What follows belongs to an exercise in optimizing a design on an open flow for small area and few clock cycles per item; a production flow would make more cautious choices.
Where RTL was checked, it was by simulation tests only, not by an equivalence proof against the original.

== pepper ==
==> flow/design.v (excerpt) <==
module fp_mult_pipe #(
  parameter int unsigned EXP_W = 8,
  parameter int unsigned MAN_W = 23,
  parameter int unsigned TAG_W = 4
) (
  input  logic                   clk,
  input  logic                   rstn,
  input  logic                   in_valid,
  output logic                   in_ready,
  input  logic [EXP_W+MAN_W:0]   a,
  input  logic [EXP_W+MAN_W:0]   b,
  input  logic [TAG_W-1:0]       in_tag,
  output logic                   out_valid,
  input  logic                   out_ready,
  output logic [EXP_W+MAN_W:0]   result,
  output logic [TAG_W-1:0]       out_tag,
  output logic [3:0]             flags
);
export LEC_CHECK = 0
export ABC_AREA = 1
export CAP_MARGIN = 20
export CORE_MARGIN = 2
export CORE_UTILIZATION = 40
export GPL_TIMING_DRIVEN = 0
export SETUP_SLACK_MARGIN = 0.02
export SLEW_MARGIN = 20
export SYNTH_HIERARCHICAL = 1
export SYNTH_MINIMUM_KEEP_SIZE = 0
create_clock -name core_clock -period 7.0 [get_ports {clk}]
standard.sh (not shown) runs the stock make flow with config.mk's settings and CLKGATE_MAP_FILE= SYNTH_SCRIPT=/design/flow/synth_recipe.tcl, a recipe that flattens the netlist after the stock synthesis.
==> flow/flow/run.sh <==
#!/bin/bash
# Standard ORFS layout, with plain buffers on the ports instead of the delay cell buffer_ports
# picks, and with the synthesis buffers removed at floorplan so repair_design rebuffers.
set -euo pipefail
bash standard.sh BUFFER_PORTS_ARGS="-buffer_cell sky130_fd_sc_hd__buf_2" REMOVE_ABC_BUFFERS=1  finish > make.log 2>&1
Input changes introduced in maple (baseline for comparison: pepper):
- a change of SETUP_SLACK_MARGIN from 0.02 to 0.05
==> flow/flow/run.sh <==
#!/bin/bash
# Standard ORFS layout, with plain buffers on the ports instead of the delay cell buffer_ports picks.
set -euo pipefail
bash standard.sh BUFFER_PORTS_ARGS="-buffer_cell sky130_fd_sc_hd__buf_2" finish > make.log 2>&1
- There was hardly any difference in routed via count between pepper and maple.
- a[15] as the critical path startpoint was reported by pepper, and a[7] by maple.
- Global-route usage over all layers in maple vs pepper: up 2.1 points
- Post-CTS repair timing setup buffer count (lower): maple
- The met1 global-route usage in maple was higher than what pepper gave.
- fa_2 as the highest-delay cell along the critical path was reported by maple, and clkinvlp_2 by pepper.
No functional check of the RTL was part of any run of this note.

========
## the baseline
fp_mult_pipe, a different RTL version from the one above (not shown whole).
Size: roughly 1800 cells after synthesis, ~46 flip-flops.
==> flow/config.mk <==
export PLATFORM = sky130hd
export DESIGN_NAME = fp_mult_pipe
export DESIGN_NICKNAME = fp_mult_pipe
export VERILOG_FILES = /design/flow/design.v
export SDC_FILE = /design/flow/constraint.sdc
export NUM_CORES = 4
export LEC_CHECK = 0
export ABC_AREA = 1
export CAP_MARGIN = 20
export CORE_MARGIN = 2
export CORE_UTILIZATION = 40
export GPL_TIMING_DRIVEN = 0
export SETUP_SLACK_MARGIN = 0.02
export SLEW_MARGIN = 20
export SYNTH_HIERARCHICAL = 1
export SYNTH_MINIMUM_KEEP_SIZE = 0
==> flow/constraint.sdc <==
create_clock -name core_clock -period 7.0 [get_ports {clk}]
set_input_delay 1.4000 -clock core_clock [delete_from_list [all_inputs] [get_ports {clk}]]
set_output_delay 1.4000 -clock core_clock [all_outputs]
set_load 0.01 [all_outputs]
==> flow/flow/run.sh <==
#!/bin/bash
# Standard ORFS layout, with plain buffers on the ports instead of the delay cell buffer_ports
# picks, and with the synthesis buffers removed at floorplan so repair_design rebuffers.
set -euo pipefail
bash standard.sh BUFFER_PORTS_ARGS="-buffer_cell sky130_fd_sc_hd__buf_2" REMOVE_ABC_BUFFERS=1 RECOVER_POWER=100 finish > make.log 2>&1
Every stage of the baseline finished as expected; the final checks, on the other hand, flagged max-capacitance violations, max-slew violations, which means the layout fails.
Testbench counts of the baseline, summed over its fixed seeds: cycles 16,008, items 16,000.
Changes in the candidate relative to the baseline:
==> flow/flow/run.sh <==
#!/bin/bash
# Standard ORFS layout, with plain buffers on the ports instead of the delay cell buffer_ports
# picks, and with the synthesis buffers removed at floorplan so repair_design rebuffers.
set -euo pipefail
bash standard.sh BUFFER_PORTS_ARGS="-buffer_cell sky130_fd_sc_hd__buf_2" REMOVE_ABC_BUFFERS=1  finish > make.log 2>&1
Findings:
The candidate: flow completed, timing, DRC and antenna clean. Between the candidate and the baseline, the routed wire length figures differ only marginally. [compare] base=the baseline new=the candidate: post-layout worst setup margin roughly the same.

========
== alpha ==
fp_mult_pipe, a different RTL version from the one above (not shown whole).
Size in the first run: about 1800 cells after synthesis, roughly 46 flip-flops, roughly 110 I/O pins, about 16000 µm² of cells after synthesis.
export LEC_CHECK = 0
export ABC_AREA = 1
export CAP_MARGIN = 20
export CORE_MARGIN = 2
export CORE_UTILIZATION = 40
export GPL_TIMING_DRIVEN = 0
export SETUP_SLACK_MARGIN = 0.02
export SLEW_MARGIN = 20
export SYNTH_HIERARCHICAL = 1
export SYNTH_MINIMUM_KEEP_SIZE = 0
create_clock -name core_clock -period 7.0 [get_ports {clk}]
==> flow/flow/run.sh <==
#!/bin/bash
# Standard ORFS layout, with plain buffers on the ports instead of the delay cell buffer_ports
# picks, and with the synthesis buffers removed at floorplan so repair_design rebuffers.
set -euo pipefail
bash standard.sh BUFFER_PORTS_ARGS="-buffer_cell sky130_fd_sc_hd__buf_2" REMOVE_ABC_BUFFERS=1  finish > make.log 2>&1
alpha reached the end of the flow, and the finished layout is clean on the timing, design-rule and antenna checks.
Testbench counts of alpha, summed over its fixed seeds: cycles 16,008, items 16,000.
The following lists how beta was set up differently from alpha:
- swapping 0.02 for 0.05 in SETUP_SLACK_MARGIN
- swapping 20 for 5 in CAP_MARGIN
- swapping 20 for 5 in SLEW_MARGIN
==> flow/flow/run.sh <==
#!/bin/bash
# Standard ORFS layout, with plain buffers on the ports instead of the delay cell buffer_ports picks.
set -euo pipefail
bash standard.sh BUFFER_PORTS_ARGS="-buffer_cell sky130_fd_sc_hd__buf_2" finish > make.log 2>&1
## What came out
alpha -> beta: number of clock sinks delta 0, exact match
Changes observed in beta relative to alpha: routed wire length +6.6%; via count picked up an extra 2.1%.
Shortest period the worst path allows: beta vs alpha up 0.099 ns
In the metrics for beta and alpha, the one carrying the higher number of placed instances, taps included is beta.
Re synthesized cell count: no difference whatsoever between beta and alpha.
Delta(global routing usage on met2, beta - alpha) > 0
The final reports for beta and alpha show cell area reported after detailed placement higher in the former.
The clock-pin slew of the registers on the worst-case setup and hold paths on beta is in line with that on alpha.
[beta] final clock period utilization by the worst path rose 1.4 points relative to alpha
diff inputs: beta => gamma
- swapping 5 for 20 in CAP_MARGIN
- swapping 5 for 20 in SLEW_MARGIN
--- outcome ---
Going from beta to gamma, number of non-clock buffers shows an increase of 2, peak clock frequency supported by timing rose 0.47%, number of nets in the finished design was more or less identical, clock latency reported for the late side of the worst-skew pair held steady, global-route usage has remained practically unchanged. Comparing the two runs side by side, gamma comes out ahead of beta on smallest hold slack.
--- input diff gamma..delta ---
==> flow/flow/run.sh <==
#!/bin/bash
# Standard ORFS layout, with plain buffers on the ports instead of the delay cell buffer_ports picks.
set -euo pipefail
bash standard.sh BUFFER_PORTS_ARGS="-buffer_cell sky130_fd_sc_hd__buf_2" REMOVE_ABC_BUFFERS=1 finish > make.log 2>&1
Findings:
Summary: wire length of the first global-routing pass, delta better than gamma
Higher cell count among delta and gamma: gamma
Number of inverters outside the clock class in the layout: delta vs gamma up 3.7%
In delta the detail-routed via count per cell turned out 2.4% higher than in gamma.
delta reports a lower iteration count of the initial detailed-routing pass than gamma does.
Wire: delta routes less than gamma
Per the comparison of delta with gamma, maximum single-stage delay on the critical path has decreased, via count has decreased.
Changes in epsilon relative to delta:
- an added CTS_CLUSTER_DIAMETER of 500
- an added CTS_CLUSTER_SIZE of 50
==> flow/flow/run.sh <==
#!/bin/bash
# Standard ORFS layout, with plain buffers on the ports instead of the delay cell buffer_ports picks.
set -euo pipefail
bash standard.sh BUFFER_PORTS_ARGS="-buffer_cell sky130_fd_sc_hd__buf_2" finish > make.log 2>&1
Both conditions hold for epsilon: the flow ran to the end and the final layout passed the timing, design-rule and antenna checks.
epsilon vs. delta: maximum frequency shows a reduction of 0.97%, routed wire length shows an increase of 5.6%, signed area change from the synthesized netlist to the final layout shows an increase of 1.2 points, worst setup timing slack at the placement stage shows an increase of 0.79 ns.
Diff delta -> epsilon: setup slack fell by 0.066 ns, proportion of cell area occupied by multi-input gates fell by 2.4 points.
Sequential share of layout area: delta vs epsilon, no meaningful difference
epsilon reports a higher global placer's final weighted congestion than delta does.
Looking at final clock period utilization by the worst path, epsilon sits 0.95 points above delta.

========
## wip/zinc
Another version of the RTL of fp_mult_pipe (not shown whole).
Size: about 1,800 cells after synthesis.
export LEC_CHECK = 0
export ABC_AREA = 1
export CAP_MARGIN = 20
export CORE_MARGIN = 2
export CORE_UTILIZATION = 40
export CTS_BUF_LIST = sky130_fd_sc_hd__clkbuf_8
export GPL_TIMING_DRIVEN = 0
export SETUP_SLACK_MARGIN = 0.02
export SLEW_MARGIN = 20
export SYNTH_HIERARCHICAL = 1
export SYNTH_MINIMUM_KEEP_SIZE = 0
create_clock -name core_clock -period 7.0 [get_ports {clk}]
==> flow/flow/run.sh <==
#!/bin/bash
# Standard ORFS layout, with plain buffers on the ports instead of the delay cell buffer_ports
# picks, and with the synthesis buffers removed at floorplan so repair_design rebuffers.
set -euo pipefail
bash standard.sh REMOVE_ABC_BUFFERS=1 CTS_ARGS="-sink_clustering_enable -repair_clock_nets -buf_list sky130_fd_sc_hd__clkbuf_8 -dont_use_dummy_load" DONT_BUFFER_PORTS=1 PRE_GLOBAL_PLACE_TCL=$PWD/flow/ports.tcl finish > make.log 2>&1
==> flow/flow/ports.tcl <==
# Buffer every port, as the standard flow does: inputs with buf_2, outputs with buf_1
# (the outputs drive only the fixed output load).
buffer_ports -inputs -buffer_cell sky130_fd_sc_hd__buf_2
buffer_ports -outputs -buffer_cell sky130_fd_sc_hd__buf_1
Testbench counts of wip/zinc, summed over its fixed seeds: cycles 16,008, items 16,000.
--- input diff wip/zinc..wip/cedar ---
==> flow/flow/run.sh <==
#!/bin/bash
# Standard ORFS layout, with plain buffers on the ports instead of the delay cell buffer_ports
# picks, and with the synthesis buffers removed at floorplan so repair_design rebuffers.
set -euo pipefail
bash standard.sh BUFFER_PORTS_ARGS="-buffer_cell sky130_fd_sc_hd__buf_2" REMOVE_ABC_BUFFERS=1  finish > make.log 2>&1
removed: flow/flow/ports.tcl
[summary]
- Compared with wip/zinc, wip/cedar shows post-route minimum period higher by 27 ps.
- wip/cedar vs. wip/zinc: final cell area excluding filler cells now smaller; share of post-route cells with drive strength above 1 +1.1 points.
- Between wip/zinc and wip/cedar, post-route worst hold slack decreased.
- wip/cedar can be clocked slower than wip/zinc.
- Combined global-route utilization of all metal layers essentially unchanged between wip/zinc and wip/cedar.
--- input diff wip/cedar..wip/raven ---
# wip/cedar
export LEC_CHECK = 0
export ABC_AREA = 1
export CAP_MARGIN = 20
export CORE_MARGIN = 2
export CORE_UTILIZATION = 40
export CTS_BUF_LIST = sky130_fd_sc_hd__clkbuf_8
export GPL_TIMING_DRIVEN = 0
export SETUP_SLACK_MARGIN = 0.02
export SLEW_MARGIN = 20
export SYNTH_HIERARCHICAL = 1
export SYNTH_MINIMUM_KEEP_SIZE = 0
create_clock -name core_clock -period 7.0 [get_ports {clk}]
# wip/raven
export LEC_CHECK = 0
export ABC_AREA = 1
export CAP_MARGIN = 20
export CORE_MARGIN = 2
export CORE_UTILIZATION = 40
export CTS_BUF_LIST = sky130_fd_sc_hd__clkbuf_8
export GPL_ROUTABILITY_DRIVEN = 0
export GPL_TIMING_DRIVEN = 0
export SETUP_SLACK_MARGIN = 0.02
export SLEW_MARGIN = 20
export SYNTH_HIERARCHICAL = 1
export SYNTH_MINIMUM_KEEP_SIZE = 0
create_clock -name core_clock -period 7.0 [get_ports {clk}]
Notes after the runs:
Period utilization (lower): wip/raven. Taking wip/cedar as the reference, in wip/raven total placed instance area has remained practically unchanged, DRC violation total after the first TritonRoute iteration has decreased, register-to-register slack has increased, routed wire length has remained practically unchanged, worst stage delay on the critical path has decreased.

========
## old
fp_mult_pipe with an RTL version that a note above also has.
Size: about 1800 cells after synthesis, about 46 flip-flops, ~110 I/O pins, about 16000 sq um of cells after synthesis.
Settings: LEC_CHECK=0, ABC_AREA=1, CAP_MARGIN=20, CORE_MARGIN=2, CORE_UTILIZATION=40, CTS_BUF_LIST=sky130_fd_sc_hd__clkbuf_8, GPL_TIMING_DRIVEN=0, SETUP_SLACK_MARGIN=0.02, SLEW_MARGIN=20, SYNTH_HIERARCHICAL=1, SYNTH_MINIMUM_KEEP_SIZE=0; clock period 7.0 ns.
==> flow/flow/run.sh <==
#!/bin/bash
# Standard ORFS layout, with plain buffers on the ports instead of the delay cell buffer_ports
# picks, and with the synthesis buffers removed at floorplan so repair_design rebuffers.
set -euo pipefail
bash standard.sh BUFFER_PORTS_ARGS="-buffer_cell sky130_fd_sc_hd__buf_2" REMOVE_ABC_BUFFERS=1  finish > make.log 2>&1
Testbench counts of old, summed over its fixed seeds: cycles 16,008, items 16,000.
diff inputs: old => new
- putting PLACE_DENSITY at 0.7 where nothing was set
--- outcome ---
- Compared with old, new improves shortest period the worst path allows.
- Delta (new minus old): mean number of vias per cell shows an increase of 0.15, final-stage net count shows a reduction of 11, sequential cell count now sits at about the same level, worst endpoint required time has remained practically unchanged, total congestion overflow after global routing level.
- Proportion of cell area occupied by registers: old vs new — no meaningful difference
- Wire length was lower in new than in old.
- Against old, new comes in 0.022 ns higher on setup slack of the critical path after layout.
- Summary of new over old: maximum operating frequency rose 0.33%.

========
## build 68
Another version of the RTL of fp_mult_pipe (not shown whole).
For scale: about 2200 cells after synthesis, ~45 flip-flops, about 110 I/O pins.
export LEC_CHECK = 0
export ABC_AREA = 1
export CAP_MARGIN = 20
export CORE_MARGIN = 2
export CORE_UTILIZATION = 40
export SLEW_MARGIN = 20
export SYNTH_HIERARCHICAL = 1
export SYNTH_MINIMUM_KEEP_SIZE = 0
create_clock -name core_clock -period 7.0 [get_ports {clk}]
run.sh (not shown) runs the stock make flow with config.mk's settings and CLKGATE_MAP_FILE= SYNTH_SCRIPT=/design/flow/synth_recipe.tcl, a recipe that flattens the netlist after the stock synthesis.
Stock flow here: none of the scripts above is used.
Testbench counts of build 68, summed over its fixed seeds: cycles 16,008, items 16,000.
Input changes introduced in build 10 (baseline for comparison: build 68):
- PLACE_DENSITY now 0.75, previously not set
- GPL_TIMING_DRIVEN now 0, previously not set
- CORE_UTILIZATION now 65, was 40
--- outcome ---
Global-route wire length before repair of build 10 exceeds that of build 68 by a few percent.
Setup slack in build 10 is 0.19 ns lower than in build 68
Compared with build 68, in build 10 timing-limited maximum frequency has decreased, total detailed-routing wirelength has increased.
Although build 10 finished all stages, its layout failed final checks on setup timing.
Diff build 10 and build 68: quantity of gates resized following cts higher in build 10
Delta (build 10 minus build 68): tightest hold margin fell 0.15 ns, final cell utilization of the core rose 27 points, final cell area excluding filler cells fell about 5%.
A critical path startpoint of b[3] is what build 68 shows, while a[4] belongs to build 10.
> inputs changed (build 10 -> build 36)
- clearing PLACE_DENSITY, which used to be 0.75
- swapping 65 for 40 in CORE_UTILIZATION
Notes after the runs:
Build 36: all stages complete, timing, DRC and antenna checks passed
Build 10 vs build 36, highest-delay cell along the critical path: sky130_fd_sc_hd__fa_1 vs sky130_fd_sc_hd__fa_2
Of build 10 and build 36, build 36 shows the lower starting utilization of the core area, with build 10 above it.
Compared with build 10, first-iteration DRC count in build 36 decreased by more than a quarter.
Sequential share of layout area ends up higher on build 10.
Build 36 ended up with a lower number of global-route vias before repair than build 10 did.
Critical path data required time delta (build 36 -> build 10): insignificant
Summary of the comparison: first-pass GRT wire length is higher in build 36, relative to build 10.
Comparing build 10 and build 36, the lower maximum frequency from static timing analysis was measured on build 10.
Delta(post-route worst setup slack, build 36 - build 10) > 0

static timing again, ports no longer ideal:
The flow's constraints put no driver on any port. The routed layouts listed below were extracted and timed again, unchanged, in two steps.
Step 1, drivers: a clkbuf_16 drives clk and a buf_2 each remaining input, both assumed.
Step 2 moves the port delays by t, midway between the first and last clock arrival at a register: inputs arrive t later, outputs are due t later. That takes back most of the time a late clock gives input paths.
a / b / c = ideal / step 1 / step 2; a / b = the first two.
run | t, ns | setup WS [ns] | worst hold slack (ns) | worst setup path at the end | cell pins on the clock port's net
pepper | 0.321 | 0.207 / 0.112 / -0.209 | 0.758 / 0.758 / 0.758 | input to register | 1
maple | 0.336 | 0.138 / 0.155 / -0.180 | 0.859 / 0.841 / 0.924 | input to register | 1
the baseline | 0.332 | 0.189 / 0.181 / -0.151 | 0.870 / 0.847 / 0.879 | input to register | 1
the candidate | 0.332 | 0.187 / 0.179 / -0.153 | 0.754 / 0.754 / 0.754 | input to register | 1
alpha | 0.337 | 0.227 / 0.189 / -0.113 | 0.765 / 0.765 / 0.765 | input to register | 1
beta | 0.324 | 0.127 / 0.094 / -0.184 | 0.643 / 0.643 / 0.643 | input to register | 1
gamma | 0.326 | 0.159 / 0.125 / -0.161 | 0.715 / 0.715 / 0.715 | input to register | 1
delta | 0.336 | 0.226 / 0.195 / -0.141 | 0.770 / 0.770 / 0.770 | input to register | 1
epsilon | 0.326 | 0.159 / 0.125 / -0.161 | 0.715 / 0.715 / 0.715 | input to register | 1
wip/zinc | 0.330 | 0.216 / 0.215 / -0.115 | 0.759 / 0.759 / 0.759 | input to register | 1
wip/cedar | 0.339 | 0.189 / 0.140 / -0.199 | 0.753 / 0.753 / 0.753 | input to register | 1
wip/raven | 0.339 | 0.237 / 0.204 / -0.135 | 0.736 / 0.736 / 0.736 | input to register | 1
old | 0.344 | 0.213 / 0.199 / -0.145 | 0.766 / 0.766 / 0.766 | input to register | 1
new | 0.345 | 0.235 / 0.224 / -0.121 | 0.783 / 0.783 / 0.783 | input to register | 1
build 68 | 0.324 | 0.174 / 0.185 / -0.139 | 0.859 / 0.859 / 0.859 | input to register | 1
build 10 | 0.329 | -0.020 / -0.009 / -0.338 | 0.708 / 0.708 / 0.708 | input to register | 1
build 36 | 0.324 | 0.128 / 0.141 / -0.182 | 0.732 / 0.732 / 0.732 | input to register | 1
The setup slack of pepper, which loses most, moves by -0.095 ns with the drivers and by -0.416 ns with both steps.
